Source: an optimization exercise on an open RTL-to-GDS flow (aim: small area). Production flows keep margins and buffers that such runs may drop. Only simulation tests tie the RTL to the original design; equivalence was not proved. Power figures rest on the tool's default switching activity, not on a simulated workload.

==> flow/design.v (excerpt) <==
module cpuTop #(
	parameter logic [15:0] resetPc = '0
) (
	input wire clk,
	input wire rst,
	input wire [15:0] instr,
	output logic [15:0] instrAddr,
	output logic [15:0] dataAddr,
	output logic [15:0] dataWrData,
	output logic dataWrite,
	output logic dataRead,
	input wire [15:0] dataRdData
);
For scale: roughly 810 cells after synthesis, about 280 flip-flops, roughly 84 I/O pins, roughly 8900 µm² of cells after synthesis.
Settings: LEC_CHECK=0, ABC_AREA=1, CAP_MARGIN=0, CORE_MARGIN=2, CORE_UTILIZATION=40, GPL_TIMING_DRIVEN=0, SLEW_MARGIN=0; clock period 10.0 ns.
standard.sh (not shown) runs the stock make flow with config.mk's settings and CLKGATE_MAP_FILE= SYNTH_SCRIPT=/design/flow/synth_recipe.tcl, a recipe that flattens the netlist after the stock synthesis.
==> flow/flow/run.sh <==
#!/bin/bash
# Own flow: the standard ORFS flow with three changes.
#  1. Synthesis is ORFS's own (synth_recipe.tcl via standard.sh) but its ABC step
#     uses flow/abc_area.script, an area-oriented mapping without ABC's
#     buffering and up-sizing, and adders are left to ABC (no ADDER_MAP_FILE). The registers are checked against the standard
#     synthesis; if they differ in any way, the standard netlist is used.
#  2. Port buffers are the smallest buffer, sky130_fd_sc_hd__buf_1.
#  3. Clock tree synthesis without dummy loads, with flow/cts_args.txt.
set -uo pipefail
W=$(pwd)
R=$W/orfs/results/$FLOW_PLATFORM/cpuTop/base

# 1. reference: the standard synthesis
bash standard.sh synth > $W/synth_standard.log 2>&1 || exit 1
cp $R/1_2_yosys.v $W/reference_1_2_yosys.v

# same synthesis scripts, own ABC script
cp -r $FLOW_HOME/scripts $W/myscripts
cp $W/flow/abc_area.script $W/myscripts/abc_area.script
rm -rf $W/orfs
if bash standard.sh synth SCRIPTS_DIR=$W/myscripts ADDER_MAP_FILE= > $W/synth_own.log 2>&1 \
	&& python3 $W/flow/cmpregs.py $W/reference_1_2_yosys.v $R/1_2_yosys.v > $W/cmpregs.log 2>&1; then
	echo "using own synthesis"
else
	echo "own synthesis unusable; using the standard synthesis"
	rm -rf $W/orfs
	bash standard.sh synth > $W/synth_standard2.log 2>&1 || exit 1
fi

CTS="$(cat $W/flow/cts_args.txt)"
bash standard.sh finish "BUFFER_PORTS_ARGS=-buffer_cell sky130_fd_sc_hd__buf_1" "CTS_ARGS=$CTS" > $W/layout.log 2>&1 || exit 1
ls -l $W/out
==> flow/flow/abc_area.script <==
strash
&get -n
&fraig -x
&put
scorr
dc2
dretime
strash
&get -n
&dch -f
&nf -R 1000 -F 5000 -A 5000
&put
mfs3 -a
==> flow/flow/cmpregs.py <==
#!/usr/bin/env python3
# Compare the registers (instance name and cell type, drive strength ignored)
# of two gate-level netlists; exit 1 if they differ.
import re, sys

def regs(path):
    text = open(path).read()
    out = {}
    for m in re.finditer(r'^\s*(sky130_fd_sc_hd__(\w+?)_\d+)\s+(\\\S+|\S+)\s*\(', text, re.M):
        base = m.group(2)
        if re.match(r'(df|edf|sdf|dl)', base):
            out[m.group(3)] = base
    return out

a, b = regs(sys.argv[1]), regs(sys.argv[2])
print(f"reference registers: {len(a)}, new: {len(b)}")
if a != b:
    for k in sorted(set(a) | set(b)):
        if a.get(k) != b.get(k):
            print("differs:", k, a.get(k), b.get(k))
    sys.exit(1)
print("registers match")
==> flow/flow/cts_args.txt <==
-sink_clustering_enable -repair_clock_nets -dont_use_dummy_load -buf_list sky130_fd_sc_hd__clkbuf_4 -sink_clustering_size 11 -sink_clustering_max_diameter 60
==> next run, changes <==
==> flow/flow/cts_args.txt (replaced) <==
-sink_clustering_enable -repair_clock_nets -dont_use_dummy_load -buf_list sky130_fd_sc_hd__clkbuf_4 -sink_clustering_size 11 -sink_clustering_max_diameter 40
- CORE_UTILIZATION: 40 -> 55
- PLACE_DENSITY: unset -> 0.65
- sequential power hardly moves
- clock skew goes down by 0.011 ns
- setup slack is worse by 0.30 ns
- area after synthesis stays the same
- final cell count goes down by 4.9%
- clock power goes up by about 6%
- die area goes down by 27%
- power goes up by 1.9%
- count of clock-buffer cells in the layout goes up by 5
==> next run, changes <==
==> flow/flow/cts_args.txt (replaced) <==
-sink_clustering_enable -repair_clock_nets -dont_use_dummy_load -buf_list sky130_fd_sc_hd__clkbuf_4 -sink_clustering_size 10 -sink_clustering_max_diameter 40
- CAP_MARGIN: 0 -> 5
- CORE_UTILIZATION: 55 -> 40
- PLACE_DENSITY: 0.65 -> unset
- SLEW_MARGIN: 0 -> 5
Outcome: Final area rises by 1.3%; final cell count rises by about 6%; worst setup slack improved by 0.26 ns; register-to-register slack improved by 0.19 ns; wire length falls by 3.3%; global-route usage falls by 8.9 points; total power hardly moves.
==> next run, changes <==
--- a/flow/flow/run.sh
+++ b/flow/flow/run.sh
@@ -5 +5,2 @@
-#     buffering and up-sizing, and adders are left to ABC (no ADDER_MAP_FILE). The registers are checked against the standard
+#     buffering and up-sizing, and adders are left to ABC (no ADDER_MAP_FILE, and no
+#     Kogge-Stone extra map: SYNTH_OPERATIONS_ARGS is set to the harmless -noshare). The registers are checked against the standard
@@ -21 +22 @@
-if bash standard.sh synth SCRIPTS_DIR=$W/myscripts ADDER_MAP_FILE= > $W/synth_own.log 2>&1 \
+if bash standard.sh synth SCRIPTS_DIR=$W/myscripts ADDER_MAP_FILE= SYNTH_OPERATIONS_ARGS=-noshare > $W/synth_own.log 2>&1 \
==> flow/flow/cts_args.txt (replaced) <==
-sink_clustering_enable -repair_clock_nets -dont_use_dummy_load -buf_list sky130_fd_sc_hd__clkbuf_4 -sink_clustering_size 11 -sink_clustering_max_diameter 40
- CAP_MARGIN: 5 -> 0
- SLEW_MARGIN: 5 -> 0
Effect: Die area climbs by about 11%; via count climbs by 17%; total power climbs by about 2%; critical path depth climbs by 4; global-route usage barely changes; synthesized cell count climbs by 39%; routed wire length climbs by 9.4%; register-to-register slack is better by 1.9 ns.

========
cpuTop again, from the RTL that the note above started with.
==> flow/config.mk <==
export PLATFORM = sky130hd
export DESIGN_NAME = cpuTop
export DESIGN_NICKNAME = cpuTop
export VERILOG_FILES = /design/flow/design.v
export SDC_FILE = /design/flow/constraint.sdc
export NUM_CORES = 4
export LEC_CHECK = 0
export ABC_AREA = 1
export CAP_MARGIN = 0
export CORE_MARGIN = 2
export CORE_UTILIZATION = 40
export GPL_TIMING_DRIVEN = 0
export SLEW_MARGIN = 0
==> flow/constraint.sdc <==
create_clock -name core_clock -period 10.0 [get_ports {clk}]
set_input_delay 2.0000 -clock core_clock [delete_from_list [all_inputs] [get_ports {clk}]]
set_output_delay 2.0000 -clock core_clock [all_outputs]
set_load 0.01 [all_outputs]
==> flow/flow/run.sh <==
#!/bin/bash
# Own flow: the standard ORFS flow with three changes.
#  1. Synthesis is ORFS's own (synth_recipe.tcl via standard.sh) but its ABC step
#     uses flow/abc_area.script, an area-oriented mapping without ABC's
#     buffering and up-sizing, and adders are left to ABC (no ADDER_MAP_FILE). The registers are checked against the standard
#     synthesis; if they differ in any way, the standard netlist is used.
#  2. Port buffers are the smallest buffer, sky130_fd_sc_hd__buf_1.
#  3. Clock tree synthesis without dummy loads, with flow/cts_args.txt.
set -uo pipefail
W=$(pwd)
R=$W/orfs/results/$FLOW_PLATFORM/cpuTop/base

# 1. reference: the standard synthesis
bash standard.sh synth > $W/synth_standard.log 2>&1 || exit 1
cp $R/1_2_yosys.v $W/reference_1_2_yosys.v

# same synthesis scripts, own ABC script
cp -r $FLOW_HOME/scripts $W/myscripts
cp $W/flow/abc_area.script $W/myscripts/abc_area.script
rm -rf $W/orfs
if bash standard.sh synth SCRIPTS_DIR=$W/myscripts ADDER_MAP_FILE= > $W/synth_own.log 2>&1 \
	&& python3 $W/flow/cmpregs.py $W/reference_1_2_yosys.v $R/1_2_yosys.v > $W/cmpregs.log 2>&1; then
	echo "using own synthesis"
else
	echo "own synthesis unusable; using the standard synthesis"
	rm -rf $W/orfs
	bash standard.sh synth > $W/synth_standard2.log 2>&1 || exit 1
fi

CTS="$(cat $W/flow/cts_args.txt)"
bash standard.sh finish "BUFFER_PORTS_ARGS=-buffer_cell sky130_fd_sc_hd__buf_1" "CTS_ARGS=$CTS" > $W/layout.log 2>&1 || exit 1
ls -l $W/out
==> flow/flow/cts_args.txt <==
-sink_clustering_enable -repair_clock_nets -dont_use_dummy_load -buf_list sky130_fd_sc_hd__clkbuf_4 -sink_clustering_size 10 -sink_clustering_max_diameter 40
Scripts as last shown in full above: flow/flow/abc_area.script, flow/flow/cmpregs.py
Next try:
==> flow/flow/cts_args.txt (replaced) <==
-sink_clustering_enable -repair_clock_nets -dont_use_dummy_load -buf_list sky130_fd_sc_hd__clkbuf_4 -sink_clustering_size 11 -sink_clustering_max_diameter 40
CAP_MARGIN = 5   (was 0)
SLEW_MARGIN = 5   (was 0)
Effect:
- combinational power stays flat
- total power came out lower by 0.37%
- global-route usage hardly moves
- synthesized cell count is unchanged
- routed wire length came out lower by 0.57%
- area after synthesis stays the same
- sequential power barely changes
- hold slack is worse by 0.022 ns
- cell count barely changes
Next try:
==> flow/flow/abc_area.script (replaced) <==
strash
&get -n
&fraig -x
&put
scorr
dc2
dretime
strash
&get -n
&dch -f
&nf
&put
==> flow/flow/cts_args.txt (replaced) <==
-sink_clustering_enable -repair_clock_nets -dont_use_dummy_load -root_buf sky130_fd_sc_hd__clkbuf_16 -buf_list sky130_fd_sc_hd__clkbuf_4 -sink_clustering_size 12 -sink_clustering_max_diameter 50
- final area climbs by 1.2%
- non-clock buffer count is unchanged
- total power stays flat
Next try:
==> flow/flow/abc_area.script (replaced) <==
strash
&get -n
&fraig -x
&put
scorr
dc2
dretime
strash
&get -n
&dch -f
&nf -R 1000 -F 5000 -A 5000
&put
mfs3 -a
==> flow/flow/cts_args.txt (replaced) <==
-sink_clustering_enable -repair_clock_nets -dont_use_dummy_load -buf_list sky130_fd_sc_hd__clkbuf_4 -sink_clustering_size 12 -sink_clustering_max_diameter 30
CAP_MARGIN = 0   (was 5)
SLEW_MARGIN = 0   (was 5)
Effect: Die area falls slightly; total power rises by a few percent; clock-buffer cell count increases by 20; cell count rises slightly; worst setup slack is worse by 0.33 ns; via count decreases slightly; routed wire length came out higher slightly; critical path depth grows by 5; area after synthesis drops slightly; non-clock buffer count is lower by 1.

[static timing again, ports no longer ideal]
In the flow no input, the clock included, has a driving cell. The finished layouts below were timed again as built, in two steps.
Step 1 (the two cells are an assumption about what drives the block):
set clk [get_ports {clk}]
set_driving_cell -lib_cell sky130_fd_sc_hd__clkbuf_16 $clk
set_driving_cell -lib_cell sky130_fd_sc_hd__buf_2 [delete_from_list [all_inputs] $clk]
Step 2, shift: input delay + t, output delay - t, t = (earliest + latest rising clock arrival at the registers) / 2. This alone moves slack from input paths to output paths.
a / b / c = ideal / step 1 / step 2; a / b = the first two.
| run | shift t [ns] | slack for setup (ns) | latest minus earliest clock arrival (ns) |
|---|---|---|---|
| the first run of note 1 | 0.693 | 1.935 / 1.939 / 1.246 | 0.070 / 0.070 |
| the second run of note 1 | 0.615 | 1.636 / 1.621 / 1.007 | 0.058 / 0.059 |
| the third run of note 1 | 0.625 | 1.892 / 1.890 / 1.264 | 0.083 / 0.083 |
| the fourth run of note 1 | 0.657 | 3.618 / 3.620 / 2.962 | 0.094 / 0.093 |
| the first run of note 2 | 0.632 | 1.901 / 1.906 / 1.274 | 0.074 / 0.074 |
| the second run of note 2 | 0.625 | 1.891 / 1.888 / 1.263 | 0.080 / 0.080 |
| the third run of note 2 | 0.522 | 2.189 / 2.185 / 1.664 | 0.069 / 0.069 |
| the fourth run of note 2 | 0.652 | 1.856 / 1.860 / 1.207 | 0.107 / 0.107 |
After both steps every run listed still meets setup and hold. The setup slack of the first run of note 1, which loses most, moves by +0.004 ns with the drivers and by -0.689 ns with both steps.
